Context: an optimization exercise on an open-source flow, tuned for small area and a short achievable clock period. The choices shown serve that exercise and are no tape-out recipe.
Where RTL was checked, it was by simulation tests only, not by an equivalence proof against the original.
For runs 1 and 2, only the layout was checked, not whether the RTL still works.
Power figures rest on the tool's default switching activity, not on a simulated workload.

==> flow/design.v <==
module dmem_read_queue #(
    parameter int BLOCK_ADDR_W = 13,
    parameter int DEPTH        = 4
) (
    input  logic                    CLK,
    input  logic                    nRST,
    input  logic                    req0_valid,
    input  logic [BLOCK_ADDR_W-1:0] req0_addr,
    input  logic                    req1_valid,
    input  logic [BLOCK_ADDR_W-1:0] req1_addr,
    input  logic                    rd_deq,
    output logic                    rd_head_valid,
    output logic [BLOCK_ADDR_W-1:0] rd_head_addr,
    output logic                    rd_head_port
);
    logic [BLOCK_ADDR_W-1:0] q_addr [DEPTH];
    logic                    q_port [DEPTH];
    logic [DEPTH-1:0] head;
    logic [DEPTH-1:0] tail;
    logic [DEPTH-1:0] valid;
    logic [DEPTH-1:0] take0, take1, keep;
    assign rd_head_valid = |valid;
    assign take0 = req0_valid ? tail : '0;
    assign take1 = (req1_valid ? (req0_valid ? {tail[DEPTH-2:0], tail[DEPTH-1]} : tail) : '0);
    assign keep  = ~(take0 | take1);
    always_ff @(posedge CLK) begin
        for (int i = 0; i < DEPTH; i++) begin
            q_addr[i] <= ({BLOCK_ADDR_W{keep[i]}}  & q_addr[i]) |
                         ({BLOCK_ADDR_W{take0[i]}} & req0_addr) |
                         ({BLOCK_ADDR_W{take1[i]}} & req1_addr);
            q_port[i] <= (keep[i] & q_port[i]) | take1[i];
        end
    end
    logic [DEPTH-1:0]        head_n;
    logic [BLOCK_ADDR_W-1:0] hd_acc [DEPTH+1];
    logic [DEPTH:0]          hp_acc;
    assign head_n    = rd_deq ? {head[DEPTH-2:0], head[DEPTH-1]} : head;
    assign hd_acc[0] = '0;
    assign hp_acc[0] = 1'b0;
    for (genvar i = 0; i < DEPTH; i++) begin : g_hd
        assign hd_acc[i+1] = hd_acc[i] | ({BLOCK_ADDR_W{head_n[i] & keep[i]}}  & q_addr[i]) |
                                         ({BLOCK_ADDR_W{head_n[i] & take0[i]}} & req0_addr) |
                                         ({BLOCK_ADDR_W{head_n[i] & take1[i]}} & req1_addr);
        assign hp_acc[i+1] = hp_acc[i] | (head_n[i] & keep[i] & q_port[i]) | (head_n[i] & take1[i]);
    end
    always_ff @(posedge CLK) begin
        rd_head_addr <= hd_acc[DEPTH];
        rd_head_port <= hp_acc[DEPTH];
    end
    always_ff @(posedge CLK or negedge nRST) begin
        if (!nRST) begin
            head  <= DEPTH'(1);
            tail  <= DEPTH'(1);
            valid <= '0;
        end else begin
            if (req0_valid & req1_valid) begin
                tail <= {tail[DEPTH-3:0], tail[DEPTH-1:DEPTH-2]};
            end else if (req0_valid | req1_valid) begin
                tail <= {tail[DEPTH-2:0], tail[DEPTH-1]};
            end
            head  <= head_n;
            valid <= (valid & ~(rd_deq ? head : '0)) | take0 | take1;
        end
    end
endmodule
module dmem_write_queue #(
    parameter int BLOCK_ADDR_W = 13,
    parameter int DATA_W       = 64,
    parameter int DEPTH        = 6
) (
    input  logic                    CLK,
    input  logic                    nRST,
    input  logic                    req0_valid,
    input  logic [BLOCK_ADDR_W-1:0] req0_addr,
    input  logic [DATA_W-1:0]       req0_data,
    input  logic                    req1_valid,
    input  logic [BLOCK_ADDR_W-1:0] req1_addr,
    input  logic [DATA_W-1:0]       req1_data,
    input  logic                    wr_deq,
    input  logic                    rd_deq,
    input  logic [BLOCK_ADDR_W-1:0] rd_addr,
    output logic [BLOCK_ADDR_W-1:0] wr_head_addr,
    output logic                    wr_empty,
    output logic                    slow_down,
    output logic                    fwd_take,
    output logic [DATA_W-1:0]       data_out
);
    logic [BLOCK_ADDR_W-1:0] q_addr [DEPTH];
    logic [DATA_W-1:0]       q_data [DEPTH];
    logic [DEPTH-1:0] head;
    logic [DEPTH-1:0] tail;
    logic [DEPTH-1:0] valid;
    logic [DEPTH-1:0] sel;
    logic [DEPTH-1:0] head_n;
    logic [DEPTH-1:0] tail_n;
    logic [DEPTH-1:0] valid_n;
    logic [DEPTH-1:0] wen;
    logic [DEPTH-1:0] take0, take1, keep;
    logic [DEPTH-1:0] match_s;
    logic [DEPTH-1:0] youngest_s;
    logic             hit0, hit1;
    logic [DEPTH-1:0] youngest_n;
    logic             eq0, eq1;
    logic             slow_down_n;
    assign wr_empty = ~|valid;
    assign wen   = ((req0_valid | req1_valid) ? tail : '0) |
                   ((req0_valid & req1_valid) ? {tail[DEPTH-2:0], tail[DEPTH-1]} : '0);
    assign take0 = (req0_valid ? tail : '0);
    assign take1 = wen & ~take0;
    assign keep  = ~wen;
    logic                    tail_even;
    logic [BLOCK_ADDR_W-1:0] in_addr [2];
    logic [DATA_W-1:0]       in_data [2];
    always_comb begin
        tail_even = 1'b0;
        for (int i = 0; i < DEPTH; i += 2) begin
            tail_even = tail_even | tail[i];
        end
    end
    assign in_addr[0] = (tail_even & req0_valid)  ? req0_addr : req1_addr;
    assign in_data[0] = (tail_even & req0_valid)  ? req0_data : req1_data;
    assign in_addr[1] = (~tail_even & req0_valid) ? req0_addr : req1_addr;
    assign in_data[1] = (~tail_even & req0_valid) ? req0_data : req1_data;
    always_ff @(posedge CLK) begin
        for (int i = 0; i < DEPTH; i++) begin
            q_addr[i] <= ({BLOCK_ADDR_W{keep[i]}} & q_addr[i]) |
                         ({BLOCK_ADDR_W{wen[i]}}  & in_addr[i%2]);
            q_data[i] <= ({DATA_W{keep[i]}} & q_data[i]) |
                         ({DATA_W{wen[i]}}  & in_data[i%2]);
        end
    end
    always_comb begin
        tail_n = tail;
        if (req0_valid & req1_valid) begin
            tail_n = {tail[DEPTH-3:0], tail[DEPTH-1:DEPTH-2]};
        end else if (req0_valid | req1_valid) begin
            tail_n = {tail[DEPTH-2:0], tail[DEPTH-1]};
        end
        head_n  = wr_deq ? {head[DEPTH-2:0], head[DEPTH-1]} : head;
        valid_n = (valid & ~(wr_deq ? head : '0)) | wen;
    end
    function automatic logic two_free(input logic [DEPTH-1:0] v);
        logic one, two;
        one = 1'b0;
        two = 1'b0;
        for (int i = 0; i < DEPTH; i++) begin
            two = two | (one & ~v[i]);
            one = one | ~v[i];
        end
        two_free = two;
    endfunction
    assign slow_down_n = ~two_free(valid_n);
    assign eq0 = (req0_addr == rd_addr);
    assign eq1 = (req1_addr == rd_addr);
    always_comb begin
        for (int i = 0; i < DEPTH; i++) begin
            match_s[i] = valid[i] & (q_addr[i] == rd_addr);
        end
    end
    for (genvar i = 0; i < DEPTH; i++) begin : g_young
        logic [DEPTH-1:0] stop_c;
        logic [DEPTH-1:0] blk_c;
        assign stop_c[0] = 1'b0;
        assign blk_c[0]  = 1'b0;
        for (genvar k = 1; k < DEPTH; k++) begin : g_k
            assign stop_c[k] = stop_c[k-1] | tail[(i+k)%DEPTH];
            assign blk_c[k]  = blk_c[k-1] | (match_s[(i+k)%DEPTH] & ~stop_c[k]);
        end
        assign youngest_s[i] = match_s[i] & ~blk_c[DEPTH-1];
    end
    assign hit1 = req1_valid & eq1;
    assign hit0 = req0_valid & eq0;
    assign youngest_n = hit1 ? take1 : (hit0 ? take0 : youngest_s);
    always_ff @(posedge CLK or negedge nRST) begin
        if (!nRST) begin
            head      <= DEPTH'(1);
            tail      <= DEPTH'(1);
            sel       <= DEPTH'(1);
            valid     <= '0;
            slow_down <= 1'b0;
            fwd_take  <= 1'b0;
        end else begin
            head      <= head_n;
            tail      <= tail_n;
            sel       <= rd_deq ? youngest_n : head_n;
            valid     <= valid_n;
            slow_down <= slow_down_n;
            fwd_take  <= rd_deq & (hit0 | hit1 | (|match_s));
        end
    end
    logic [DATA_W-1:0]       data_acc [DEPTH+1];
    logic [BLOCK_ADDR_W-1:0] addr_acc [DEPTH+1];
    assign data_acc[0] = '0;
    assign addr_acc[0] = '0;
    for (genvar i = 0; i < DEPTH; i++) begin : g_out
        assign data_acc[i+1] = data_acc[i] | ({DATA_W{sel[i]}} & q_data[i]);
        assign addr_acc[i+1] = addr_acc[i] | ({BLOCK_ADDR_W{head[i]}} & q_addr[i]);
    end
    assign data_out     = data_acc[DEPTH];
    assign wr_head_addr = addr_acc[DEPTH];
endmodule
module mem_access_ctrl #(
    parameter int BLOCK_ADDR_W = 13,
    parameter int WORD_W       = 32
) (
    input  logic                    CLK,
    input  logic                    nRST,
    input  logic                    imem0_ren,
    input  logic [BLOCK_ADDR_W-1:0] imem0_addr,
    input  logic                    imem1_ren,
    input  logic [BLOCK_ADDR_W-1:0] imem1_addr,
    input  logic                    rd_head_valid,
    input  logic [BLOCK_ADDR_W-1:0] rd_head_addr,
    input  logic                    rd_head_port,
    input  logic [BLOCK_ADDR_W-1:0] wr_head_addr,
    input  logic                    wr_empty,
    input  logic                    fwd_take,
    input  logic [2*WORD_W-1:0]     q_data,
    input  logic [1:0]              ram_state,
    input  logic [WORD_W-1:0]       ram_load,
    input  logic                    dcache0_flushed,
    input  logic                    dcache1_flushed,
    output logic                    rd_deq,
    output logic                    wr_deq,
    output logic                    ram_ren,
    output logic                    ram_wen,
    output logic [BLOCK_ADDR_W:0]   ram_addr,
    output logic [WORD_W-1:0]       ram_store,
    output logic                    imem0_hit,
    output logic [2*WORD_W-1:0]     imem0_load,
    output logic                    imem1_hit,
    output logic [2*WORD_W-1:0]     imem1_load,
    output logic                    dmem0_valid,
    output logic [2*WORD_W-1:0]     dmem0_data,
    output logic                    dmem1_valid,
    output logic [2*WORD_W-1:0]     dmem1_data,
    output logic                    flushed
);
    logic acc0, acc1, halt, arb;
    logic                    w_read;
    logic                    w_write;
    logic                    w_port;
    logic [BLOCK_ADDR_W-1:0] w_addr;
    logic [2*WORD_W-1:0]     w_data;
    logic       lru;
    logic [1:0] resp_valid;
    logic ram_done;
    logic halt_req;
    logic pick_f, pick_any;
    logic f_port;
    logic acc0_done, acc1_done;
    logic s_rd, s_wr, s_f0, s_f1;
    logic lo_keep, lo_ram, lo_hi, lo_q;
    logic hi_keep, hi_ram, hi_q;
    assign arb      = ~(acc0 | acc1 | halt);
    assign ram_done = (ram_state == 2'd2);
    assign halt_req = dcache0_flushed & dcache1_flushed & wr_empty;
    assign pick_f   = ~halt_req & ~rd_head_valid & wr_empty & (imem0_ren | imem1_ren);
    assign pick_any = ~halt_req & (rd_head_valid | ~wr_empty | imem0_ren | imem1_ren);
    assign f_port   = imem1_ren & (~imem0_ren | lru);
    assign rd_deq = arb & ~halt_req & rd_head_valid;
    assign wr_deq = arb & ~rd_head_valid & ~wr_empty;
    assign acc0_done = acc0 & ~fwd_take & ram_done;
    assign acc1_done = acc1 & ram_done;
    always_ff @(posedge CLK or negedge nRST) begin
        if (!nRST) begin
            acc0       <= 1'b0;
            acc1       <= 1'b0;
            halt       <= 1'b0;
            lru        <= 1'b0;
            resp_valid <= 2'b00;
            flushed    <= 1'b0;
        end else begin
            acc0       <= arb ? pick_any : (acc0 & ~fwd_take & ~ram_done);
            acc1       <= acc0_done | (acc1 & ~ram_done);
            halt       <= halt | (arb & halt_req);
            if (arb & pick_f) begin
                lru <= ~f_port;
            end
            resp_valid <= (w_read & (fwd_take | acc1_done)) ? {w_port, ~w_port} : 2'b00;
            flushed    <= halt;
        end
    end
    assign s_rd = arb & rd_head_valid;
    assign s_wr = arb & ~rd_head_valid & ~wr_empty;
    assign s_f1 = arb & ~rd_head_valid & wr_empty & f_port;
    assign s_f0 = arb & ~rd_head_valid & wr_empty & ~f_port;
    always_ff @(posedge CLK) begin
        if (arb) begin
            w_read  <= rd_head_valid;
            w_write <= ~rd_head_valid & ~wr_empty;
            w_port  <= rd_head_valid ? rd_head_port : f_port;
        end
        w_addr <= ({BLOCK_ADDR_W{~arb}} & w_addr) |
                  ({BLOCK_ADDR_W{s_rd}} & rd_head_addr) |
                  ({BLOCK_ADDR_W{s_wr}} & wr_head_addr) |
                  ({BLOCK_ADDR_W{s_f0}} & imem0_addr) |
                  ({BLOCK_ADDR_W{s_f1}} & imem1_addr);
    end
    assign lo_q    = arb | fwd_take;
    assign lo_ram  = acc0_done & ~w_write;
    assign lo_hi   = acc0_done & w_write;
    assign lo_keep = ~(lo_q | acc0_done);
    assign hi_q    = arb | fwd_take;
    assign hi_ram  = acc1_done;
    assign hi_keep = ~(hi_q | acc1_done);
    always_ff @(posedge CLK) begin
        w_data[WORD_W-1:0] <=
            ({WORD_W{lo_keep}} & w_data[WORD_W-1:0]) |
            ({WORD_W{lo_ram}}  & ram_load) |
            ({WORD_W{lo_hi}}   & w_data[2*WORD_W-1:WORD_W]) |
            ({WORD_W{lo_q}}    & q_data[WORD_W-1:0]);
        w_data[2*WORD_W-1:WORD_W] <=
            ({WORD_W{hi_keep}} & w_data[2*WORD_W-1:WORD_W]) |
            ({WORD_W{hi_ram}}  & ram_load) |
            ({WORD_W{hi_q}}    & q_data[2*WORD_W-1:WORD_W]);
    end
    assign ram_ren   = ((acc0 & ~fwd_take) | acc1) & ~w_write;
    assign ram_wen   = (acc0 | acc1) & w_write;
    assign ram_addr  = {w_addr, acc1};
    assign ram_store = w_data[WORD_W-1:0];
    assign dmem0_valid = resp_valid[0];
    assign dmem1_valid = resp_valid[1];
    assign dmem0_data  = w_data;
    assign dmem1_data  = w_data;
    assign imem0_hit  = acc1_done & ~w_read & ~w_write & ~w_port & imem0_ren & (imem0_addr == w_addr);
    assign imem1_hit  = acc1_done & ~w_read & ~w_write &  w_port & imem1_ren & (imem1_addr == w_addr);
    assign imem0_load = {ram_load, w_data[WORD_W-1:0]};
    assign imem1_load = {ram_load, w_data[WORD_W-1:0]};
endmodule
module dual_mem_controller (
    input  logic        CLK,
    input  logic        nRST,
    input  logic        imem0_ren,
    input  logic [12:0] imem0_addr,
    input  logic        imem1_ren,
    input  logic [12:0] imem1_addr,
    input  logic        dmem0_rd_valid,
    input  logic [12:0] dmem0_rd_addr,
    input  logic        dmem1_rd_valid,
    input  logic [12:0] dmem1_rd_addr,
    input  logic        dmem0_wr_valid,
    input  logic [12:0] dmem0_wr_addr,
    input  logic [63:0] dmem0_wr_data,
    input  logic        dmem1_wr_valid,
    input  logic [12:0] dmem1_wr_addr,
    input  logic [63:0] dmem1_wr_data,
    input  logic        dcache0_flushed,
    input  logic        dcache1_flushed,
    input  logic [1:0]  ram_state,
    input  logic [31:0] ram_load,
    output logic        imem0_hit,
    output logic [63:0] imem0_load,
    output logic        imem1_hit,
    output logic [63:0] imem1_load,
    output logic        dmem0_rd_resp_valid,
    output logic [63:0] dmem0_rd_resp_data,
    output logic        dmem1_rd_resp_valid,
    output logic [63:0] dmem1_rd_resp_data,
    output logic        slow_down,
    output logic        flushed,
    output logic        ram_ren,
    output logic        ram_wen,
    output logic [13:0] ram_addr,
    output logic [31:0] ram_store
);
    logic        rd_head_valid;
    logic [12:0] rd_head_addr;
    logic        rd_head_port;
    logic        rd_deq;
    logic [12:0] wr_head_addr;
    logic        wr_empty;
    logic        wr_deq;
    logic        fwd_take;
    logic [63:0] q_data;
    dmem_read_queue #(.BLOCK_ADDR_W(13), .DEPTH(4)) read_q_i (
        .CLK           (CLK),
        .nRST          (nRST),
        .req0_valid    (dmem0_rd_valid),
        .req0_addr     (dmem0_rd_addr),
        .req1_valid    (dmem1_rd_valid),
        .req1_addr     (dmem1_rd_addr),
        .rd_deq        (rd_deq),
        .rd_head_valid (rd_head_valid),
        .rd_head_addr  (rd_head_addr),
        .rd_head_port  (rd_head_port)
    );
    dmem_write_queue #(.BLOCK_ADDR_W(13), .DATA_W(64), .DEPTH(6)) write_q_i (
        .CLK           (CLK),
        .nRST          (nRST),
        .req0_valid    (dmem0_wr_valid),
        .req0_addr     (dmem0_wr_addr),
        .req0_data     (dmem0_wr_data),
        .req1_valid    (dmem1_wr_valid),
        .req1_addr     (dmem1_wr_addr),
        .req1_data     (dmem1_wr_data),
        .wr_deq        (wr_deq),
        .rd_deq        (rd_deq),
        .rd_addr       (rd_head_addr),
        .wr_head_addr  (wr_head_addr),
        .wr_empty      (wr_empty),
        .slow_down     (slow_down),
        .fwd_take      (fwd_take),
        .data_out      (q_data)
    );
    mem_access_ctrl #(.BLOCK_ADDR_W(13), .WORD_W(32)) access_ctrl_i (
        .CLK             (CLK),
        .nRST            (nRST),
        .imem0_ren       (imem0_ren),
        .imem0_addr      (imem0_addr),
        .imem1_ren       (imem1_ren),
        .imem1_addr      (imem1_addr),
        .rd_head_valid   (rd_head_valid),
        .rd_head_addr    (rd_head_addr),
        .rd_head_port    (rd_head_port),
        .wr_head_addr    (wr_head_addr),
        .wr_empty        (wr_empty),
        .fwd_take        (fwd_take),
        .q_data          (q_data),
        .ram_state       (ram_state),
        .ram_load        (ram_load),
        .dcache0_flushed (dcache0_flushed),
        .dcache1_flushed (dcache1_flushed),
        .rd_deq          (rd_deq),
        .wr_deq          (wr_deq),
        .ram_ren         (ram_ren),
        .ram_wen         (ram_wen),
        .ram_addr        (ram_addr),
        .ram_store       (ram_store),
        .imem0_hit       (imem0_hit),
        .imem0_load      (imem0_load),
        .imem1_hit       (imem1_hit),
        .imem1_load      (imem1_load),
        .dmem0_valid     (dmem0_rd_resp_valid),
        .dmem0_data      (dmem0_rd_resp_data),
        .dmem1_valid     (dmem1_rd_resp_valid),
        .dmem1_data      (dmem1_rd_resp_data),
        .flushed         (flushed)
    );
endmodule
==> flow/flow/run.sh <==
#!/bin/bash
set -euo pipefail
export BUFFER_PORTS_ARGS="-buffer_cell sky130_fd_sc_hd__buf_1"
bash standard.sh finish > make_finish.log 2>&1
==> flow/standard.sh <==
#!/bin/bash
# synth_recipe.tcl (not shown) runs the flow's synth.tcl, then flattens the netlist and writes it again
# the make line also repeats each setting of config.mk as NAME=value (left out here)
make -C /OpenROAD-flow-scripts/flow DESIGN_CONFIG=/design/flow/config.mk WORK_HOME=/design/flow/orfs CLKGATE_MAP_FILE= SYNTH_SCRIPT=/design/flow/synth_recipe.tcl "${@:-finish}"
==> flow/config.mk <==
export PLATFORM = sky130hd
export DESIGN_NAME = dual_mem_controller
export DESIGN_NICKNAME = dual_mem_controller
export VERILOG_FILES = /design/flow/design.v
export SDC_FILE = /design/flow/constraint.sdc
export NUM_CORES = 4
export LEC_CHECK = 0
export CAP_MARGIN = 20
export CORE_MARGIN = 2
export CORE_UTILIZATION = 70
export CTS_BUF_LIST = sky130_fd_sc_hd__clkbuf_4 sky130_fd_sc_hd__clkbuf_8
export PLACE_DENSITY = 0.8
export SETUP_SLACK_MARGIN = 3.0
export SLEW_MARGIN = 20
==> flow/constraint.sdc <==
create_clock -name core_clock -period 5.8 [get_ports {CLK}]
set_input_delay 1.1600 -clock core_clock [delete_from_list [all_inputs] [get_ports {CLK}]]
set_output_delay 1.1600 -clock core_clock [all_outputs]
set_load 0.01 [all_outputs]
==> impl_summary.log, run 1 <==
[metrics] CTS clk-pin slew, worst paths: 60 ps
[metrics] total track usage: 42.8%
[metrics] final hold vios: 0
[metrics] drt total wl: 97500 µm
[metrics] leading cell types by count after synthesis: sky130_fd_sc_hd__edfxtp_1 (465), sky130_fd_sc_hd__a22oi_1 (284), sky130_fd_sc_hd__buf_4 (225), sky130_fd_sc_hd__mux2_2 (192), sky130_fd_sc_hd__nand2_1 (185)
[metrics] worst-path fanout max: 2
[metrics] number of synthesized register bits: 657
[metrics] static leakage: 11.6 nW
[metrics] initial antenna violation count: 7
[metrics] most instantiated flip-flop cell in the synthesis netlist: sky130_fd_sc_hd__edfxtp_1
[metrics] type of the worst setup path: in -> out
[metrics] TritonCTS clock tree: done
[metrics] Clock Sink Count: 657
[metrics] number of buffers created by CTS: 103
[metrics] clock tree buffer depth: 3
[metrics] Synth area leaders: sky130_fd_sc_hd__edfxtp_1 (47%), sky130_fd_sc_hd__dfxtp_1 (9.9%), sky130_fd_sc_hd__mux2_2 (7.2%), sky130_fd_sc_hd__a22oi_1 (7.1%), sky130_fd_sc_hd__buf_4 (5.7%)
[metrics] number of distinct library cell variants in the gate-level netlist after synthesis: 61
[metrics] Clock power frac: 29.0%
[metrics] fraction of registers with async set/reset: 6.85%
[metrics] Comb pwr share: 24.2%
[metrics] number of enable flip-flop cells after synthesis: 465
[metrics] count of input and output buffers: 559
[metrics] setup repair after global routing missed its margin: true
[metrics] run status: finished clean
[metrics] Worst path top cell family by delay: simple AND/OR/NAND/NOR gates
[metrics] cell-internal power: 9.85 mW
[metrics] maximum capacitance violations: 0
[metrics] wire length of the first global-routing pass: 138000 µm
[metrics] count of pins over their slew limit: 0
[metrics] share of total power in sequential cells: 46.8%
[metrics] DRC violation total after the first TritonRoute iteration: 3022
[metrics] Critical path buffers and inverters: 2
[metrics] Mapped Area: 29800 µm²
[metrics] root buf cell: sky130_fd_sc_hd__clkbuf_8
[metrics] total gr overflow: 0
[metrics] Critical Path, Cell by Cell: buf_8, nand2b_4, nor4_4, nand4_1, nor4_2, buf_2
[metrics] CP arrival: 2170 ps
[metrics] Vert. Die Dim: 210 µm
[metrics] critical path required time: 4640 ps
[metrics] post-route DRC violation count: 0
[metrics] area share of the leading cell type in the synthesized netlist: 46.8%
[metrics] Power, Total: 15.0 mW
[metrics] portion of the post-synthesis area used by sequential elements: 60.5%
[metrics] Yosys warnings: 12
[metrics] via count of the first global-routing pass: 21900
[metrics] biggest area consumer among synthesized cells: sky130_fd_sc_hd__edfxtp_1
[metrics] leading cell type by number of instances after synthesis: sky130_fd_sc_hd__edfxtp_1
[metrics] Final period util: 57.3%
[metrics] Final WS setup: 2470 ps
[metrics] count of hold-fix buffers inserted at cts: 0
[metrics] Core Footprint: 42000 µm²
[metrics] Power per Cell Area: 447 nW/µm²
[metrics] routed wirelength normalized by instance count: 29.2 µm
[metrics] type of the tightest min-delay check: reg -> reg
[metrics] Gate Count Post-Synth: 2345
[metrics] Critical Path Source Type: input port
[metrics] number of rows created at floorplan: 75
[metrics] largest net degree at the start of global routing: 65
[metrics] number of levels the H-tree was split into: 3
[metrics] switching power: 5.15 mW
[metrics] max-slew headroom at the worst pin: 22.1%
[metrics] Layout Area Growth over Synthesis: 12.6%
[metrics] sum of net half-perimeters after detailed placement: 62600 µm
[metrics] detailed-router iteration count before antenna repair: 7
[metrics] final worst clock skew: 35.6 ps
[metrics] Setup-failing EPs final: 0
[metrics] nets@finish: 2951
[metrics] f_max: 301 MHz
[metrics] Boundary Pins: 560
[metrics] Horiz. Die Dim: 210 µm
[metrics] final sum of negative setup slack: 0 ps
[metrics] synthesized net count: 2595
[metrics] Die ar.: 44300 µm²
[metrics] share of cells above drive strength 1: 19.2%
[metrics] Sw Share: 34.3%
[metrics] slew at the pin closest to its max-slew limit: 1170 ps
[metrics] routed via count divided by cell count: 6.86
[metrics] average instance area after synthesis: 12.7 µm²
[metrics] GP Congestion: 0.952
[metrics] number of vias in the routed layout: 22900
[metrics] endpoint kind of the worst setup timing path: output pin
[metrics] critical-path cell with the highest stage delay: sky130_fd_sc_hd__nor4_2
[metrics] worst-skew pair later-pin latency: 690 ps
[metrics] dpl ws: 1950 ps
[metrics] number of nets with antenna violations after detailed routing: 0
[metrics] critical path's largest stage delay: 210 ps
[metrics] worst IR drop on VDD: 0.350 mV
[metrics] starting density of the core: 70.9%
[metrics] clock period minus final worst setup slack: 3330 ps
## cell families after synthesis
kind of cell | synth area share, %
xor gates and xnor gates | 3.85
adders and majority gates | 0.0378
DFF | 60.5
muxes | 7.50
buffers and inverters | 7.81
and+or+nand+nor | 6.06
AOI/OAI and AO/OA | 14.3
## routing by layer
| layer | wire, µm | track usage (%) | up-vias |
|---|---|---|---|
| met1 | 32700 | 52.3 | 11100 |
| met5 | 37 | 0 | - |
| li1 | - | - | 9524 |
| met3 | 11500 | 10.2 | 370 |
| met2 | 45700 | 68.0 | 1878 |
| met4 | 7550 | 29.3 | 6 |
## final cells by class
| class | instances | area (µm²) |
|---|---|---|
| Clock buffer | 149 | 1880 |
| Sequential cell | 657 | 18100 |
| Timing Repair Buffer | 619 | 2680 |
| Fill cell | 2507 | 8470 |
| Clock inverter | 47 | 449 |
| Antenna cell | 4 | 10.0 |
| Tap cell | 539 | 674 |
| Inverter | 19 | 75.1 |
| Multi-Input combinational cell | 1301 | 9740 |
## power groups by stage
stage               registers, mW  clock network (mW)  logic, mW
floorplan                    6.69                   0       2.71
global placement             7.01                   0       3.37
detailed placement           7.05                   0       3.43
CTS                          6.96                4.33       3.53
global route                 7.07                4.52       3.84
finish                       7.03                4.34       3.63
## worst min-delay path: cells and delay by family, from the launching register on
kind,cells,cell delay [ps]
simple gates,2,90
flops,1,310
## per-stage QoR
stage / area, µm² / cells / utilization, % / hold WS [ps]
after floorplan: 30000 / 2345 / - / 376
after global placement: 30800 / 3106 / 73.3 / 393
after detailed placement: 30800 / 3107 / 73.3 / 399
after CTS: 33400 / 3314 / 79.3 / 416
after global routing: 33600 / 3333 / 79.8 / 454
final: 33600 / 3335 / 79.9 / 437
## path summary, 6_finish.rpt
path,start,endpoint,slack (ps),cells after the start
worst max-delay path,ram_state[0],imem1_hit,2470,6
worst min-delay path,read_q_i.q_addr[3][4],read_q_i.q_addr[3][4],440,2
worst max register to register,access_ctrl_i.acc0,read_q_i.rd_head_addr[6],3010,9
worst min register to register,read_q_i.q_addr[3][4],read_q_i.q_addr[3][4],440,2
max in group asynchronous,nRST,write_q_i.sel[5],4730,2
min in group asynchronous,nRST,read_q_i.tail[3],580,2
## layout by cell type (no fill, tap or decap), types with 6 or more instances in the layout
cell type and n:
sky130_fd_sc_hd__clkinv_1 11, sky130_fd_sc_hd__nand4_1 40, sky130_fd_sc_hd__clkinv_2 23, sky130_fd_sc_hd__clkbuf_8 122
sky130_fd_sc_hd__dfrtp_1 33, sky130_fd_sc_hd__mux2i_1 6, sky130_fd_sc_hd__a21o_1 12, sky130_fd_sc_hd__mux2_2 190
sky130_fd_sc_hd__a22oi_1 283, sky130_fd_sc_hd__a221o_1 78, sky130_fd_sc_hd__o21ai_0 35, sky130_fd_sc_hd__nor4_1 10
sky130_fd_sc_hd__xor2_1 40, sky130_fd_sc_hd__buf_2 15, sky130_fd_sc_hd__nand2b_1 7, sky130_fd_sc_hd__inv_1 16
sky130_fd_sc_hd__and2_1 7, sky130_fd_sc_hd__nand2_1 181, sky130_fd_sc_hd__clkbuf_4 27, sky130_fd_sc_hd__edfxtp_1 465
sky130_fd_sc_hd__bufinv_16 8, sky130_fd_sc_hd__dfxtp_2 12, sky130_fd_sc_hd__xnor2_1 91, sky130_fd_sc_hd__o21ai_1 6
sky130_fd_sc_hd__nor4_2 6, sky130_fd_sc_hd__nor2_1 29, sky130_fd_sc_hd__a21oi_1 53, sky130_fd_sc_hd__buf_4 50
sky130_fd_sc_hd__dfrtp_2 7, sky130_fd_sc_hd__a31oi_1 83, sky130_fd_sc_hd__clkbuf_2 7, sky130_fd_sc_hd__dfxtp_1 135
sky130_fd_sc_hd__nand3_1 61, sky130_fd_sc_hd__buf_1 536
## what timing repair did
item / CTS / global route
gates cloned: 3 / 2
pin swaps: 7 / 9
buffers inserted: 8 / 15
endpoints found under the setup margin: 460 / 316
resized for setup: 40 / 27
==> run 2: changes to the inputs <==
--- a/flow/design.v
+++ b/flow/design.v
@@ -84,4 +84,5 @@
     output logic                    slow_down,
     output logic                    fwd_take,
+    output logic                    fwd_take_n,
     output logic [DATA_W-1:0]       data_out
 );
@@ -172,4 +173,5 @@
     assign hit0 = req0_valid & eq0;
     assign youngest_n = hit1 ? take1 : (hit0 ? take0 : youngest_s);
+    assign fwd_take_n = rd_deq & (hit0 | hit1 | (|match_s));
     always_ff @(posedge CLK or negedge nRST) begin
         if (!nRST) begin
@@ -186,5 +188,5 @@
             valid     <= valid_n;
             slow_down <= slow_down_n;
-            fwd_take  <= rd_deq & (hit0 | hit1 | (|match_s));
+            fwd_take  <= fwd_take_n;
         end
     end
@@ -216,4 +218,5 @@
     input  logic                    wr_empty,
     input  logic                    fwd_take,
+    input  logic                    fwd_take_n,
     input  logic [2*WORD_W-1:0]     q_data,
     input  logic [1:0]              ram_state,
@@ -250,4 +253,6 @@
     logic f_port;
     logic acc0_done, acc1_done;
+    logic acc0_n, acc1_n, w_write_n;
+    logic f0_acc1, f1_acc1;
     logic s_rd, s_wr, s_f0, s_f1;
     logic lo_keep, lo_ram, lo_hi, lo_q;
@@ -263,4 +268,7 @@
     assign acc0_done = acc0 & ~fwd_take & ram_done;
     assign acc1_done = acc1 & ram_done;
+    assign acc0_n    = arb ? pick_any : (acc0 & ~fwd_take & ~ram_done);
+    assign acc1_n    = acc0_done | (acc1 & ~ram_done);
+    assign w_write_n = arb ? (~rd_head_valid & ~wr_empty) : w_write;
     always_ff @(posedge CLK or negedge nRST) begin
         if (!nRST) begin
@@ -271,7 +279,15 @@
             resp_valid <= 2'b00;
             flushed    <= 1'b0;
+            ram_ren    <= 1'b0;
+            ram_wen    <= 1'b0;
+            f0_acc1    <= 1'b0;
+            f1_acc1    <= 1'b0;
         end else begin
-            acc0       <= arb ? pick_any : (acc0 & ~fwd_take & ~ram_done);
-            acc1       <= acc0_done | (acc1 & ~ram_done);
+            acc0       <= acc0_n;
+            acc1       <= acc1_n;
+            ram_ren    <= ((acc0_n & ~fwd_take_n) | acc1_n) & ~w_write_n;
+            ram_wen    <= (acc0_n | acc1_n) & w_write_n;
+            f0_acc1    <= acc1_n & ~w_read & ~w_write & ~w_port;
+            f1_acc1    <= acc1_n & ~w_read & ~w_write &  w_port;
             halt       <= halt | (arb & halt_req);
             if (arb & pick_f) begin
@@ -316,6 +332,4 @@
             ({WORD_W{hi_q}}    & q_data[2*WORD_W-1:WORD_W]);
     end
-    assign ram_ren   = ((acc0 & ~fwd_take) | acc1) & ~w_write;
-    assign ram_wen   = (acc0 | acc1) & w_write;
     assign ram_addr  = {w_addr, acc1};
     assign ram_store = w_data[WORD_W-1:0];
@@ -324,6 +338,6 @@
     assign dmem0_data  = w_data;
     assign dmem1_data  = w_data;
-    assign imem0_hit  = acc1_done & ~w_read & ~w_write & ~w_port & imem0_ren & (imem0_addr == w_addr);
-    assign imem1_hit  = acc1_done & ~w_read & ~w_write &  w_port & imem1_ren & (imem1_addr == w_addr);
+    assign imem0_hit  = f0_acc1 & ram_done & imem0_ren & (imem0_addr == w_addr);
+    assign imem1_hit  = f1_acc1 & ram_done & imem1_ren & (imem1_addr == w_addr);
     assign imem0_load = {ram_load, w_data[WORD_W-1:0]};
     assign imem1_load = {ram_load, w_data[WORD_W-1:0]};
@@ -373,4 +387,5 @@
     logic        wr_deq;
     logic        fwd_take;
+    logic        fwd_take_n;
     logic [63:0] q_data;
     dmem_read_queue #(.BLOCK_ADDR_W(13), .DEPTH(4)) read_q_i (
@@ -402,4 +417,5 @@
         .slow_down     (slow_down),
         .fwd_take      (fwd_take),
+        .fwd_take_n    (fwd_take_n),
         .data_out      (q_data)
     );
@@ -417,4 +433,5 @@
         .wr_empty        (wr_empty),
         .fwd_take        (fwd_take),
+        .fwd_take_n      (fwd_take_n),
         .q_data          (q_data),
         .ram_state       (ram_state),
--- a/flow/config.mk
+++ b/flow/config.mk
@@ -8,7 +8,7 @@
 export CAP_MARGIN = 20
 export CORE_MARGIN = 2
-export CORE_UTILIZATION = 70
+export CORE_UTILIZATION = 60
 export CTS_BUF_LIST = sky130_fd_sc_hd__clkbuf_4 sky130_fd_sc_hd__clkbuf_8
-export PLACE_DENSITY = 0.8
-export SETUP_SLACK_MARGIN = 3.0
+export PLACE_DENSITY = 0.72
+export SETUP_SLACK_MARGIN = 2.5
 export SLEW_MARGIN = 20
==> impl_summary.log, run 2 <==
[metrics] number of nets with antenna violations after detailed routing: 0 (unchanged)
[metrics] routed via count divided by cell count: 6.42 (-6.5%)
[metrics] Critical Path Source Type: input port
[metrics] sequential cell area: 18100 µm² (+0.41%)
[metrics] final sum of negative setup slack: 0 ps (unchanged)
[metrics] switching power: 5.72 mW (+11%)
[metrics] fraction of registers with async set/reset: 7.41% (+0.56 points)
[metrics] Die ar.: 52000 µm² (+18%)
[metrics] run status: finished clean
[metrics] GP Congestion: 0.991 (+4.1%)
[metrics] Clock power frac: 25.5% (-3.5 points)
[metrics] worst IR drop on VDD: 0.308 mV (-12%)
[metrics] endpoint kind of the worst setup timing path: output pin
[metrics] count of pins over their slew limit: 0 (unchanged)
[metrics] DRC violation total after the first TritonRoute iteration: 2550 (-16%)
[metrics] clock period minus final worst setup slack: 3290 ps (-32.8 ps)
[metrics] synthesized net count: 2639 (+1.7%)
[metrics] drt total wl: 95500 µm (-2.1%)
[metrics] most instantiated flip-flop cell in the synthesis netlist: sky130_fd_sc_hd__edfxtp_1
[metrics] leading cell type by number of instances after synthesis: sky130_fd_sc_hd__edfxtp_1
[metrics] setup repair after global routing missed its margin: true
[metrics] sum of net half-perimeters after detailed placement: 63800 µm (+1.9%)
[metrics] initial antenna violation count: 5 (-2)
[metrics] Cell Count, Final, Fillers Out: 3481 (+4.4%)
[metrics] number of rows created at floorplan: 82 (+9.3%)
[metrics] Gate Count Post-Synth: 2389 (+1.9%)
[metrics] starting density of the core: 60.4% (-11 points)
[metrics] Setup-failing EPs final: 0 (unchanged)
[metrics] f_max: 304 MHz (+1.0%)
[metrics] Mapped Area: 30100 µm² (+1.0%)
[metrics] CP arrival: 2130 ps (-40 ps)
[metrics] Sw Share: 36.3% (+1.9 points)
[metrics] combined area of the multi-input logic cells: 9830 µm² (+0.89%)
[metrics] Comb pwr share: 27.9% (+3.7 points)
[metrics] count of input and output buffers: 559 (unchanged)
[metrics] routed wirelength normalized by instance count: 27.4 µm (-6.2%)
[metrics] CTS clk-pin slew, worst paths: 60 ps (about the same)
[metrics] post-route DRC violation count: 0 (unchanged)
[metrics] via count of the first global-routing pass: 21300 (-2.7%)
[metrics] number of enable flip-flop cells after synthesis: 464 (-0.22%)
[metrics] number of distinct library cell variants in the gate-level netlist after synthesis: 62 (+1.6%)
[metrics] leading cell types by count after synthesis: sky130_fd_sc_hd__edfxtp_1 (464), sky130_fd_sc_hd__a22oi_1 (283), sky130_fd_sc_hd__buf_4 (225), sky130_fd_sc_hd__nand2_1 (196), sky130_fd_sc_hd__mux2_2 (191)
[metrics] fill cell total of the finished layout: 3687 (+47%)
[metrics] max-slew headroom at the worst pin: 23.2% (+1.1 points)
[metrics] area share of the leading cell type in the synthesized netlist: 46.2% (-0.58 points)
[metrics] share of total power in sequential cells: 46.6% (-0.2 points)
[metrics] final worst clock skew: 47.0 ps (+11.5 ps)
[metrics] biggest area consumer among synthesized cells: sky130_fd_sc_hd__edfxtp_1
[metrics] critical path required time: 4640 ps (about the same)
[metrics] Power per Cell Area: 471 nW/µm² (+5.5%)
[metrics] slew at the pin closest to its max-slew limit: 1150 ps (-13.9 ps)
[metrics] number of levels the H-tree was split into: 3 (unchanged)
[metrics] static leakage: 11.4 nW (-1.7%)
[metrics] startpoint of the worst-slack reg-to-reg timing path: write_q_i.valid[3]
[metrics] total track usage: 35.7% (-7.1 points)
[metrics] Core Footprint: 49900 µm² (+19%)
[metrics] clock tree buffer depth: 3 (unchanged)
[metrics] most common library cell in the layout ignoring fill and taps: sky130_fd_sc_hd__buf_1
[metrics] worst-skew pair later-pin latency: 700 ps (about the same)
[metrics] Final period util: 56.8% (-0.57 points)
[metrics] Yosys warnings: 12 (unchanged)
[metrics] Horiz. Die Dim: 228 µm (+8.4%)
[metrics] most frequent cells in the layout: sky130_fd_sc_hd__buf_1 (558), sky130_fd_sc_hd__edfxtp_1 (464), sky130_fd_sc_hd__a22oi_1 (283)
[metrics] tightest hold margin: 428 ps (-8.97 ps)
[metrics] root buf cell: sky130_fd_sc_hd__clkbuf_8
[metrics] setup slack of the worst register-to-register path: 2590 ps (-420 ps)
[metrics] detailed-router iteration count before antenna repair: 6 (-1)
[metrics] Final WS setup: 2510 ps (+32.8 ps)
[metrics] type of the tightest min-delay check: reg -> reg
[metrics] average instance area after synthesis: 12.6 µm² (-0.83%)
[metrics] Clock Sink Count: 661 (+0.61%)
[metrics] dpl ws: 2040 ps (+92.7 ps)
[metrics] final hold vios: 0 (unchanged)
[metrics] Power, Total: 15.8 mW (+5.2%)
[metrics] number of vias in the routed layout: 22300 (-2.4%)
[metrics] number of buffers created by CTS: 102 (-0.97%)
[metrics] worst-path fanout max: 2 (unchanged)
[metrics] share of cells above drive strength 1: 16.6% (-2.6 points)
[metrics] Cell Count Post-Placement: 3286 (+5.8%)
[metrics] Boundary Pins: 560 (unchanged)
[metrics] start point of the worst hold path: access_ctrl_i.halt
[metrics] type of the worst setup path: in -> out
[metrics] TritonCTS clock tree: done
[metrics] crit path launch: imem1_addr[11]
[metrics] cell-internal power: 10.1 mW (+2.1%)
[metrics] Vert. Die Dim: 228 µm (+8.4%)
[metrics] maximum capacitance violations: 0 (unchanged)
[metrics] largest net degree at the start of global routing: 65 (unchanged)
[metrics] wire length of the first global-routing pass: 138000 µm (-0.39%)
[metrics] total gr overflow: 0 (unchanged)
[metrics] portion of the post-synthesis area used by sequential elements: 60.2% (-0.32 points)
[metrics] Layout Area Growth over Synthesis: 11.1%
[metrics] nets@finish: 2970 (+0.64%)
[metrics] number of synthesized register bits: 661 (+0.61%)
[metrics] Synth area leaders: sky130_fd_sc_hd__edfxtp_1 (46%), sky130_fd_sc_hd__dfxtp_1 (9.8%), sky130_fd_sc_hd__mux2_2 (7.1%), sky130_fd_sc_hd__a22oi_1 (7.1%), sky130_fd_sc_hd__buf_4 (5.6%)
-- run 2: changes by cell type after synthesis, moves of 6 or more --
cell / delta
sky130_fd_sc_hd__nor2_1: -7
sky130_fd_sc_hd__clkbuf_1: +7
sky130_fd_sc_hd__nand2_1: +11
sky130_fd_sc_hd__xor2_1: -9
sky130_fd_sc_hd__buf_2: -6
sky130_fd_sc_hd__o21ai_0: +6
sky130_fd_sc_hd__xnor2_1: +9
sky130_fd_sc_hd__nand4_1: +13
-- run 2: cells by family after synthesis --
kind of cell | after synthesis | synth area share [%]
buffers and inverters | 393 | 7.76
xor gates and xnor gates | 131 | 3.81
adders and majority gates | 1 | 0.0332
DFF | 661 | 60.2
AOI/OAI and AO/OA | 591 | 14.3
muxes | 197 | 7.35
and+or+nand+nor | 415 | 6.57
-- run 2: layer usage --
layer / share of wire, % / track usage (%) / vias up
met2: 50 / 61.0 / 1412
met1: 36 / 44.0 / 11000
met3: 8.7 / 6.01 / 244
met5: 0.038 / 0 / -
li1: - / - / 9648
met4: 5.5 / 17.9 / 6
-- run 2: per-stage QoR --
step / area (µm²) / util, %
after global routing: 33500 / 67.2
after detailed placement: 31300 / 62.7
after CTS: 33400 / 67.1
after floorplan: 30200 / -
final: 33500 / 67.2
after global placement: 31300 / 62.7
-- run 2: worst paths after layout --
path	to	cells after the start
setup / recovery	imem1_hit	5
hold reg to reg	access_ctrl_i.flushed	0
max in group asynchronous	write_q_i.sel[5]	2
hold / removal	access_ctrl_i.flushed	0
min in group asynchronous	read_q_i.tail[3]	2
setup reg to reg	read_q_i.rd_head_addr[11]	7
-- run 2: layout make-up --
class                      instances  share of cell area (%)
sequential                       661                    54.2
multi-input combinational       1335                    29.4
timing repair buffer             603                    7.32
clock buffer                     170                    5.96
tap                              672                    2.51
clock inverter                    21                   0.437
inverter                          17                   0.243
antenna                            2                  0.0149
-- run 2: repair_timing --
item,4_1_cts,5_1_grt
buffers inserted,2,0
endpoints found under the hold margin,0,0
hold buffers,0,0
setup endpoints to repair,15,15
gates resized for setup,5,7
-- run 2: power by group through the flow --
stage	clock network [mW]	logic [mW]	registers (mW)
finish	4.03	4.40	7.35
global route	4.26	4.69	7.42
CTS	4.05	4.34	7.31
detailed placement	0	4.33	7.40
global placement	0	4.27	7.35
floorplan	0	3.57	6.88
-- run 2: worst max-delay path, cell delays in order --
cell and delay [ps]:
sky130_fd_sc_hd__buf_1 120, sky130_fd_sc_hd__xnor2_2 210, sky130_fd_sc_hd__nand4_1 160, sky130_fd_sc_hd__nor4_2 290
sky130_fd_sc_hd__buf_1 190
==> run 3: changes to the inputs <==
--- a/flow/design.v
+++ b/flow/design.v
@@ -24,27 +24,35 @@
     assign take1 = (req1_valid ? (req0_valid ? {tail[DEPTH-2:0], tail[DEPTH-1]} : tail) : '0);
     assign keep  = ~(take0 | take1);
-    always_ff @(posedge CLK) begin
-        for (int i = 0; i < DEPTH; i++) begin
-            q_addr[i] <= ({BLOCK_ADDR_W{keep[i]}}  & q_addr[i]) |
-                         ({BLOCK_ADDR_W{take0[i]}} & req0_addr) |
-                         ({BLOCK_ADDR_W{take1[i]}} & req1_addr);
-            q_port[i] <= (keep[i] & q_port[i]) | take1[i];
-        end
-    end
     logic [DEPTH-1:0]        head_n;
-    logic [BLOCK_ADDR_W-1:0] hd_acc [DEPTH+1];
-    logic [DEPTH:0]          hp_acc;
-    assign head_n    = rd_deq ? {head[DEPTH-2:0], head[DEPTH-1]} : head;
-    assign hd_acc[0] = '0;
-    assign hp_acc[0] = 1'b0;
+    logic [DEPTH-1:0]        head_r1;
+    logic [BLOCK_ADDR_W-1:0] qn_addr [DEPTH];
+    logic [DEPTH-1:0]        qn_port;
+    logic [BLOCK_ADDR_W-1:0] hs_acc [DEPTH+1];
+    logic [BLOCK_ADDR_W-1:0] ha_acc [DEPTH+1];
+    logic [DEPTH:0]          ps_acc;
+    logic [DEPTH:0]          pa_acc;
+    assign head_r1   = {head[DEPTH-2:0], head[DEPTH-1]};
+    assign head_n    = rd_deq ? head_r1 : head;
+    assign hs_acc[0] = '0;
+    assign ha_acc[0] = '0;
+    assign ps_acc[0] = 1'b0;
+    assign pa_acc[0] = 1'b0;
     for (genvar i = 0; i < DEPTH; i++) begin : g_hd
-        assign hd_acc[i+1] = hd_acc[i] | ({BLOCK_ADDR_W{head_n[i] & keep[i]}}  & q_addr[i]) |
-                                         ({BLOCK_ADDR_W{head_n[i] & take0[i]}} & req0_addr) |
-                                         ({BLOCK_ADDR_W{head_n[i] & take1[i]}} & req1_addr);
-        assign hp_acc[i+1] = hp_acc[i] | (head_n[i] & keep[i] & q_port[i]) | (head_n[i] & take1[i]);
+        assign qn_addr[i]  = ({BLOCK_ADDR_W{keep[i]}}  & q_addr[i]) |
+                             ({BLOCK_ADDR_W{take0[i]}} & req0_addr) |
+                             ({BLOCK_ADDR_W{take1[i]}} & req1_addr);
+        assign qn_port[i]  = (keep[i] & q_port[i]) | take1[i];
+        assign hs_acc[i+1] = hs_acc[i] | ({BLOCK_ADDR_W{head[i]}}    & qn_addr[i]);
+        assign ha_acc[i+1] = ha_acc[i] | ({BLOCK_ADDR_W{head_r1[i]}} & qn_addr[i]);
+        assign ps_acc[i+1] = ps_acc[i] | (head[i]    & qn_port[i]);
+        assign pa_acc[i+1] = pa_acc[i] | (head_r1[i] & qn_port[i]);
     end
     always_ff @(posedge CLK) begin
-        rd_head_addr <= hd_acc[DEPTH];
-        rd_head_port <= hp_acc[DEPTH];
+        for (int i = 0; i < DEPTH; i++) begin
+            q_addr[i] <= qn_addr[i];
+            q_port[i] <= qn_port[i];
+        end
+        rd_head_addr <= rd_deq ? ha_acc[DEPTH] : hs_acc[DEPTH];
+        rd_head_port <= rd_deq ? pa_acc[DEPTH] : ps_acc[DEPTH];
     end
     always_ff @(posedge CLK or negedge nRST) begin
--- a/flow/config.mk
+++ b/flow/config.mk
@@ -9,5 +9,7 @@
 export CORE_MARGIN = 2
 export CORE_UTILIZATION = 60
-export CTS_BUF_LIST = sky130_fd_sc_hd__clkbuf_4 sky130_fd_sc_hd__clkbuf_8
+export CTS_BUF_LIST = sky130_fd_sc_hd__clkbuf_8 sky130_fd_sc_hd__clkbuf_16
+export CTS_CLUSTER_DIAMETER = 50
+export CTS_CLUSTER_SIZE = 16
 export PLACE_DENSITY = 0.72
 export SETUP_SLACK_MARGIN = 2.5
==> impl_summary.log, run 3 <==
[metrics] Clock power frac: 25.5% (about the same)
[metrics] share of cells above drive strength 1: 14.1% (-2.5 points)
[metrics] DRC violation total after the first TritonRoute iteration: 2791 (+9.5%)
[metrics] drt total wl: 97900 µm (+2.5%)
[metrics] total track usage: 36.2% (+0.55 points)
[metrics] Boundary Pins: 560 (unchanged)
[metrics] worst IR drop on VDD: 0.328 mV (+6.3%)
[metrics] area share of the leading cell type in the synthesized netlist: 45.9% (-0.35 points)
[metrics] Power, Total: 15.0 mW (-4.9%)
[metrics] wire length of the first global-routing pass: 141000 µm (+2.1%)
[metrics] fill cell total of the finished layout: 3691 (+0.11%)
[metrics] Vert. Die Dim: 229 µm (+0.37%)
[metrics] Critical Path Source Type: input port
[metrics] Power per Cell Area: 449 nW/µm² (-4.7%)
[metrics] Critical Path, Cell by Cell: buf_1, xnor2_2, nand4_1, nor4_2, buf_2
[metrics] most common library cell in the layout ignoring fill and taps: sky130_fd_sc_hd__buf_1
[metrics] Yosys warnings: 14 (+2)
[metrics] leading cell type by number of instances after synthesis: sky130_fd_sc_hd__edfxtp_1
[metrics] number of vias in the routed layout: 22300 (-0.076%)
[metrics] starting density of the core: 60.6% (+0.21 points)
[metrics] Horiz. Die Dim: 229 µm (+0.37%)
[metrics] GP Congestion: 0.995 (+0.41%)
[metrics] clock tree buffer depth: 3 (unchanged)
[metrics] sum of net half-perimeters after detailed placement: 64800 µm (+1.5%)
[metrics] final hold vios: 0 (unchanged)
[metrics] TritonCTS clock tree: done
[metrics] nets@finish: 2843 (-4.3%)
[metrics] type of the tightest min-delay check: reg -> reg
[metrics] f_max: 313 MHz (+3.1%)
[metrics] final sum of negative setup slack: 0 ps (unchanged)
[metrics] number of distinct library cell variants in the gate-level netlist after synthesis: 65 (+4.8%)
[metrics] via count of the first global-routing pass: 21100 (-0.99%)
[metrics] routed via count divided by cell count: 6.73 (+4.8%)
[metrics] Critical path buffers and inverters: 2 (unchanged)
[metrics] count of hold-fix buffers inserted at cts: 0 (unchanged)
[metrics] Core Footprint: 50100 µm² (+0.41%)
[metrics] number of rows created at floorplan: 82 (unchanged)
[metrics] Sw Share: 35.4% (-0.85 points)
[metrics] Gate Count Post-Synth: 2322 (-2.8%)
[metrics] synthesized net count: 2572 (-2.5%)
[metrics] post-route DRC violation count: 0 (unchanged)
[metrics] static leakage: 11.3 nW (-0.91%)
[metrics] initial antenna violation count: 12 (+7)
[metrics] Comb pwr share: 26.7% (-1.2 points)
[metrics] CTS clk-pin slew, worst paths: 70 ps (about the same)
[metrics] worst-path fanout max: 2 (unchanged)
[metrics] routed wirelength normalized by instance count: 29.5 µm (+7.5%)
[metrics] setup repair after global routing missed its margin: false
[metrics] count of pins over their slew limit: 0 (unchanged)
[metrics] number of buffers created by CTS: 56 (-45%)
[metrics] number of synthesized register bits: 661 (unchanged)
[metrics] switching power: 5.31 mW (-7.1%)
[metrics] largest net degree at the start of global routing: 69 (+6.2%)
[metrics] Die ar.: 52400 µm² (+0.74%)
[metrics] worst-skew pair later-pin latency: 630 ps (-70 ps)
[metrics] Final WS setup: 2600 ps (+98.4 ps)
[metrics] final worst clock skew: 31.4 ps (-15.6 ps)
[metrics] clock period minus final worst setup slack: 3200 ps (-98.4 ps)
[metrics] max-slew headroom at the worst pin: 30.7% (+7.5 points)
[metrics] biggest area consumer among synthesized cells: sky130_fd_sc_hd__edfxtp_1
[metrics] CP arrival: 2040 ps (-90 ps)
[metrics] type of the worst setup path: in -> out
[metrics] portion of the post-synthesis area used by sequential elements: 59.7% (-0.45 points)
[metrics] dpl ws: 1810 ps (-233 ps)
[metrics] number of levels the H-tree was split into: 2 (-1)
[metrics] detailed-router iteration count before antenna repair: 6 (unchanged)
[metrics] Worst path top cell family by delay: simple AND/OR/NAND/NOR gates
[metrics] critical path's largest stage delay: 280 ps (about the same)
[metrics] maximum capacitance violations: 0 (unchanged)
[metrics] run status: finished clean
[metrics] root buf cell: sky130_fd_sc_hd__clkbuf_16
[metrics] average instance area after synthesis: 13.1 µm² (+3.7%)
[metrics] total gr overflow: 0 (unchanged)
[metrics] fraction of registers with async set/reset: 7.41% (unchanged)
[metrics] leading cell types by count after synthesis: sky130_fd_sc_hd__edfxtp_1 (464), sky130_fd_sc_hd__a22oi_1 (259), sky130_fd_sc_hd__buf_4 (226), sky130_fd_sc_hd__mux2_2 (193), sky130_fd_sc_hd__dfxtp_1 (148)
[metrics] critical path required time: 4640 ps (about the same)
[metrics] critical-path cell with the highest stage delay: sky130_fd_sc_hd__nor4_2
[metrics] share of total power in sequential cells: 47.8% (+1.2 points)
[metrics] count of input and output buffers: 559 (unchanged)
[metrics] most instantiated flip-flop cell in the synthesis netlist: sky130_fd_sc_hd__edfxtp_1
[metrics] Clock Sink Count: 661 (unchanged)
[metrics] Mapped Area: 30400 µm² (+0.76%)
[metrics] # Post-CTS Setup Buffers: 0 (-2)
[metrics] slew at the pin closest to its max-slew limit: 1030 ps (-122 ps)
[metrics] Setup-failing EPs final: 0 (unchanged)
[metrics] number of enable flip-flop cells after synthesis: 464 (unchanged)
[metrics] Final period util: 55.1% (-1.7 points)
[metrics] Layout Area Growth over Synthesis: 10.1%
[metrics] Synth area leaders: sky130_fd_sc_hd__edfxtp_1 (46%), sky130_fd_sc_hd__dfxtp_1 (9.8%), sky130_fd_sc_hd__mux2_2 (7.2%), sky130_fd_sc_hd__a22oi_1 (6.4%), sky130_fd_sc_hd__buf_4 (5.6%)
[metrics] number of nets with antenna violations after detailed routing: 0 (unchanged)
[metrics] most frequent cells in the layout: sky130_fd_sc_hd__buf_1 (554), sky130_fd_sc_hd__edfxtp_1 (464), sky130_fd_sc_hd__a22oi_1 (259)
[metrics] endpoint kind of the worst setup timing path: output pin
[metrics] cell-internal power: 9.69 mW (-3.6%)
## run 3: cell types whose count changed in the layout (fill, tap and decap cells not counted), moves of 24 or more
cell and delta:
sky130_fd_sc_hd__a21oi_1 -31, sky130_fd_sc_hd__a221o_1 +35, sky130_fd_sc_hd__a22oi_1 -24, sky130_fd_sc_hd__and3_1 +53, sky130_fd_sc_hd__clkbuf_16 +60, sky130_fd_sc_hd__clkbuf_4 -54, sky130_fd_sc_hd__clkbuf_8 -109, sky130_fd_sc_hd__nand2_1 -113
sky130_fd_sc_hd__nand3_1 -33, sky130_fd_sc_hd__o21ai_0 -27, sky130_fd_sc_hd__xnor2_1 +30, sky130_fd_sc_hd__xor2_1 -30
## run 3: kinds of logic after synthesis
family	after synthesis	synth area share (%)
DFF	661	59.7
AOI/OAI and AO/OA	592	15.1
and+or+nand+nor	319	5.55
buffers and inverters	404	7.96
muxes	215	7.88
xor gates and xnor gates	131	3.78
## run 3: power by group through the flow
stage | logic, mW | clock network [mW] | registers [mW]
5_1_grt | 4.25 | 4.05 | 7.24
3_5_place_dp | 3.95 | 0 | 7.22
4_1_cts | 3.96 | 3.86 | 7.13
6_report | 4.00 | 3.83 | 7.17
2_1_floorplan | 3.22 | 0 | 6.79
3_3_place_gp | 3.91 | 0 | 7.17
## run 3: final cells by class
cell class / instances / area, µm² / area share (%)
Inverter: 17 / 72.6 / 0.217
Timing Repair Buffer: 600 / 2480 / 7.41
Tap cell: 672 / 841 / 2.52
Clock buffer: 66 / 1580 / 4.74
Sequential cell: 661 / 18100 / 54.3
Antenna cell: 8 / 20.0 / 0.0599
Multi-Input combinational cell: 1257 / 9980 / 29.9
Clock inverter: 39 / 294 / 0.880
## run 3: repair_timing
item	in CTS	in global routing
gates resized for setup	3	7
pin swaps	0	4
endpoints found under the setup margin	17	3
## run 3: path summary, 6_finish.rpt
check / start / end / slack (ps) / cells past startpoint
worst max-delay path: imem1_addr[4] / imem1_hit / 2600 / 5
worst min-delay path: access_ctrl_i.halt / access_ctrl_i.flushed / 430 / 0
worst max register to register: read_q_i.valid[2] / access_ctrl_i.w_addr[12] / 2700 / 4
worst min register to register: access_ctrl_i.halt / access_ctrl_i.flushed / 430 / 0
max in group asynchronous: nRST / write_q_i.sel[1] / 4650 / 2
min in group asynchronous: nRST / read_q_i.tail[3] / 650 / 2
## run 3: metal layers
layer | global-route usage (%) | vias to the layer above | part of all wire (%)
li1 | - | 9476 | -
met1 | 46.9 | 11200 | 37
met2 | 59.4 | 1416 | 49
met3 | 6.25 | 204 | 8.8
met4 | 17.9 | 4 | 5.0
met5 | 0 | - | 0.028
## run 3: per-stage QoR
| stage | util [%] | hold WS, ps | instance area [µm²] | cells |
|---|---|---|---|---|
| 6_report | 66.7 | 429 | 33400 | 3320 |
| 5_1_grt | 66.7 | 445 | 33400 | 3320 |
| 4_1_cts | 66.6 | 432 | 33300 | 3311 |
| 3_5_place_dp | 62.8 | 414 | 31400 | 3206 |
| 3_3_place_gp | 62.8 | 405 | 31400 | 3206 |
| 2_1_floorplan | - | 368 | 30500 | 2322 |
==> run 4: changes to the inputs <==
--- a/flow/config.mk
+++ b/flow/config.mk
@@ -9,8 +9,8 @@
 export CORE_MARGIN = 2
 export CORE_UTILIZATION = 60
-export CTS_BUF_LIST = sky130_fd_sc_hd__clkbuf_8 sky130_fd_sc_hd__clkbuf_16
+export CTS_BUF_LIST = sky130_fd_sc_hd__clkbuf_8
 export CTS_CLUSTER_DIAMETER = 50
 export CTS_CLUSTER_SIZE = 16
 export PLACE_DENSITY = 0.72
-export SETUP_SLACK_MARGIN = 2.5
+export SETUP_SLACK_MARGIN = 2.8
 export SLEW_MARGIN = 20
==> impl_summary.log, run 4 <==
[metrics] run status: finished clean
[metrics] count of hold-fix buffers inserted at cts: 0 (unchanged)
[metrics] count of input and output buffers: 559 (unchanged)
[metrics] start point of the worst hold path: access_ctrl_i.halt
[metrics] Power per Cell Area: 429 nW/µm² (-4.5%)
[metrics] number of vias in the routed layout: 22200 (-0.53%)
[metrics] sum of net half-perimeters after detailed placement: 63600 µm (-1.8%)
[metrics] Layout Area Growth over Synthesis: 8.58%
[metrics] most frequent cells in the layout: sky130_fd_sc_hd__buf_1 (542), sky130_fd_sc_hd__edfxtp_1 (464), sky130_fd_sc_hd__a22oi_1 (259)
[metrics] crit path launch: ram_state[0]
[metrics] maximum capacitance violations: 0 (unchanged)
[metrics] GP Congestion: 0.965 (-3.0%)
[metrics] number of distinct library cell variants in the gate-level netlist after synthesis: 65 (unchanged)
[metrics] final hold vios: 0 (unchanged)
[metrics] CTS clk-pin slew, worst paths: 100 ps (+30 ps)
[metrics] tightest hold margin: 411 ps (-18.8 ps)
[metrics] leading cell type by number of instances after synthesis: sky130_fd_sc_hd__edfxtp_1
[metrics] Synth area leaders: sky130_fd_sc_hd__edfxtp_1 (46%), sky130_fd_sc_hd__dfxtp_1 (9.8%), sky130_fd_sc_hd__mux2_2 (7.2%), sky130_fd_sc_hd__a22oi_1 (6.4%), sky130_fd_sc_hd__buf_4 (5.6%)
[metrics] cell-internal power: 8.88 mW (-8.4%)
[metrics] initial antenna violation count: 7 (-5)
[metrics] CP arrival: 2050 ps (about the same)
[metrics] leading cell types by count after synthesis: sky130_fd_sc_hd__edfxtp_1 (464), sky130_fd_sc_hd__a22oi_1 (259), sky130_fd_sc_hd__buf_4 (226), sky130_fd_sc_hd__mux2_2 (193), sky130_fd_sc_hd__dfxtp_1 (148)
[metrics] final worst clock skew: 62.5 ps (+31.1 ps)
[metrics] Sw Share: 37.2% (+1.8 points)
[metrics] TritonCTS clock tree: done
[metrics] final sum of negative setup slack: 0 ps (unchanged)
[metrics] Boundary Pins: 560 (unchanged)
[metrics] number of levels the H-tree was split into: 2 (unchanged)
[metrics] dpl ws: 1670 ps (-141 ps)
[metrics] nets@finish: 2849 (+0.21%)
[metrics] combined area of the multi-input logic cells: 10100 µm² (+0.70%)
[metrics] biggest area consumer among synthesized cells: sky130_fd_sc_hd__edfxtp_1
[metrics] via count of the first global-routing pass: 21200 (+0.40%)
[metrics] most common library cell in the layout ignoring fill and taps: sky130_fd_sc_hd__buf_1
[metrics] routed via count divided by cell count: 6.68 (-0.74%)
[metrics] share of cells above drive strength 1: 14.9% (+0.86 points)
[metrics] slew at the pin closest to its max-slew limit: 1170 ps (+137 ps)
[metrics] type of the tightest min-delay check: reg -> reg
[metrics] Horiz. Die Dim: 229 µm (unchanged)
[metrics] fraction of registers with async set/reset: 7.41% (unchanged)
[metrics] detailed-router iteration count before antenna repair: 6 (unchanged)
[metrics] f_max: 311 MHz (-0.49%)
[metrics] root buf cell: sky130_fd_sc_hd__clkbuf_8
[metrics] Mapped Area: 30400 µm² (unchanged)
[metrics] number of enable flip-flop cells after synthesis: 464 (unchanged)
[metrics] startpoint of the worst-slack reg-to-reg timing path: read_q_i.valid[2]
[metrics] number of nets with antenna violations after detailed routing: 0 (unchanged)
[metrics] Critical Path Source Type: input port
[metrics] Final period util: 55.4% (+0.27 points)
[metrics] Final WS setup: 2590 ps (-15.6 ps)
[metrics] switching power: 5.26 mW (-1.0%)
[metrics] Power, Total: 14.1 mW (-5.8%)
[metrics] Core Footprint: 50100 µm² (unchanged)
[metrics] DRC violation total after the first TritonRoute iteration: 2672 (-4.3%)
[metrics] endpoint kind of the worst setup timing path: output pin
[metrics] number of buffers created by CTS: 59 (+5.4%)
[metrics] Clock power frac: 20.6% (-4.9 points)
[metrics] Comb pwr share: 28.9% (+2.2 points)
[metrics] total track usage: 35.7% (-0.51 points)
[metrics] drt total wl: 96400 µm (-1.6%)
[metrics] Gate Count Post-Synth: 2322 (unchanged)
[metrics] fill cell total of the finished layout: 3810 (+3.2%)
[metrics] max-slew headroom at the worst pin: 22.2% (-8.5 points)
[metrics] largest net degree at the start of global routing: 69 (unchanged)
[metrics] most instantiated flip-flop cell in the synthesis netlist: sky130_fd_sc_hd__edfxtp_1
[metrics] routed wirelength normalized by instance count: 29.0 µm (-1.8%)
[metrics] wire length of the first global-routing pass: 140000 µm (-0.86%)
[metrics] number of synthesized register bits: 661 (unchanged)
[metrics] static leakage: 11.1 nW (-1.4%)
[metrics] share of total power in sequential cells: 50.5% (+2.7 points)
[metrics] setup repair after global routing missed its margin: true
[metrics] total gr overflow: 0 (unchanged)
[metrics] number of rows created at floorplan: 82 (unchanged)
[metrics] average instance area after synthesis: 13.1 µm² (unchanged)
[metrics] worst IR drop on VDD: 0.288 mV (-12%)
[metrics] worst-path fanout max: 3 (+1)
[metrics] area share of the leading cell type in the synthesized netlist: 45.9% (unchanged)
[metrics] synthesized net count: 2572 (unchanged)
[metrics] clock period minus final worst setup slack: 3210 ps (+15.6 ps)
[metrics] clock tree buffer depth: 3 (unchanged)
[metrics] Setup-failing EPs final: 0 (unchanged)
[metrics] portion of the post-synthesis area used by sequential elements: 59.7% (unchanged)
[metrics] Die ar.: 52400 µm² (unchanged)
[metrics] Vert. Die Dim: 229 µm (unchanged)
[metrics] sequential cell area: 18100 µm² (about the same)
[metrics] count of pins over their slew limit: 0 (unchanged)
[metrics] type of the worst setup path: in -> out
[metrics] Clock Sink Count: 661 (unchanged)
[metrics] worst-skew pair later-pin latency: 730 ps (+100 ps)
[metrics] starting density of the core: 60.6% (unchanged)
[metrics] post-route DRC violation count: 0 (unchanged)
[metrics] Yosys warnings: 14 (unchanged)
[metrics] critical path required time: 4640 ps (about the same)
==> run 4: cell counts after synthesis <==
No cell type changed its count.
==> run 4: per-stage QoR <==
stage / cells / instance area [µm²] / util, %
after floorplan: 2322 / 30500 / -
after global placement: 3206 / 31500 / 62.9
after detailed placement: 3206 / 31500 / 62.9
after CTS: 3318 / 32800 / 65.5
after global routing: 3326 / 33000 / 65.8
final: 3327 / 33000 / 65.8
==> run 4: critical path, cell delays in order <==
cell and delay (ps):
sky130_fd_sc_hd__buf_1 100, sky130_fd_sc_hd__nor2b_4 150, sky130_fd_sc_hd__nand4_1 160, sky130_fd_sc_hd__nor4_2 290
sky130_fd_sc_hd__buf_2 180
==> run 4: worst paths after layout <==
| kind | to | cells after the start | slack [ps] |
|---|---|---|---|
| setup reg to reg | access_ctrl_i.w_addr[12] | 5 | 2970 |
| hold / removal | access_ctrl_i.flushed | 0 | 410 |
| min in group asynchronous | read_q_i.tail[3] | 2 | 530 |
| setup / recovery | imem0_hit | 5 | 2590 |
| max in group asynchronous | access_ctrl_i.f0_acc1 | 2 | 4750 |
| hold reg to reg | access_ctrl_i.flushed | 0 | 410 |
==> run 4: power by group through the flow <==
stage          Combinational (mW)  Clock (mW)  Sequential [mW]
2_1_floorplan                3.22           0             6.79
3_3_place_gp                 3.95           0             7.16
3_5_place_dp                 4.00           0             7.20
4_1_cts                      4.02        2.94             7.10
5_1_grt                      4.34        3.11             7.22
6_report                     4.08        2.91             7.14
==> run 4: kinds of logic (layout without fill, tap and decap cells) <==
| group | count (synthesis) | after routing | share of synthesized area, % |
|---|---|---|---|
| AOI/OAI and AO/OA | 592 | 592 | 15.1 |
| xor gates and xnor gates | 131 | 131 | 3.78 |
| buffers and inverters | 404 | 731 | 7.96 |
| DFF | 661 | 661 | 59.7 |
| muxes | 215 | 215 | 7.88 |
| other | 0 | 6 | 0 |
| and+or+nand+nor | 319 | 319 | 5.55 |
==> run 4: routing by layer <==
layer	vias to the layer above	track usage [%]	share of wire (%)	routed length, µm
li1	9469	-	-	-
met3	211	5.49	9.3	8940
met2	1500	58.6	49	46900
met4	4	16.2	4.5	4380
met1	11000	47.3	37	36100
met5	-	0	0.031	30
==> run 4: repair_timing <==
action	CTS	global route
cloned	0	0
setup endpoints to repair	15	11
resized for setup	14	30
buffers inserted	1	2
pin swaps	9	19
==> run 4: final cells by class <==
type | count | share of cell area [%]
multi-input cells | 1257 | 30.5
flip-flops and latches | 661 | 55.0
clock buffers | 61 | 2.55
repair buffers | 603 | 7.77
clock inverters | 50 | 1.35
diodes | 6 | 0.0456
well taps | 672 | 2.55
inverters | 17 | 0.216

static timing again, ports no longer ideal:
The flow's constraints put no driver on any port. The routed layouts listed below were extracted and timed again, unchanged, in two steps. Step 1: set_driving_cell puts a clkbuf_16 on CLK and a buf_2 on each other input, an assumption about the parent block. Step 2 also shifts input and output timing later by t, the mid clock arrival at the registers, as if the neighbouring blocks saw the same clock. Three values: no drivers, after step 1, after step 2; two values: the first two.
run	t, ns	slack for setup (ns)	worst hold slack (ns)	worst setup path after step 2
run 1	0.733	2.474 / 2.430 / 2.320	0.437 / 0.437 / 0.437	input to register
run 2	0.734	2.507 / 2.482 / 1.934	0.428 / 0.428 / 0.428	input to register
run 3	0.680	2.605 / 2.554 / 1.987	0.429 / 0.429 / 0.429	input to register
run 4	0.757	2.589 / 2.564 / 2.141	0.411 / 0.411 / 0.411	input to register
After both steps every run listed still meets setup and hold. The setup slack of run 3, which loses most, moves by -0.051 ns with the drivers and by -0.618 ns with both steps.
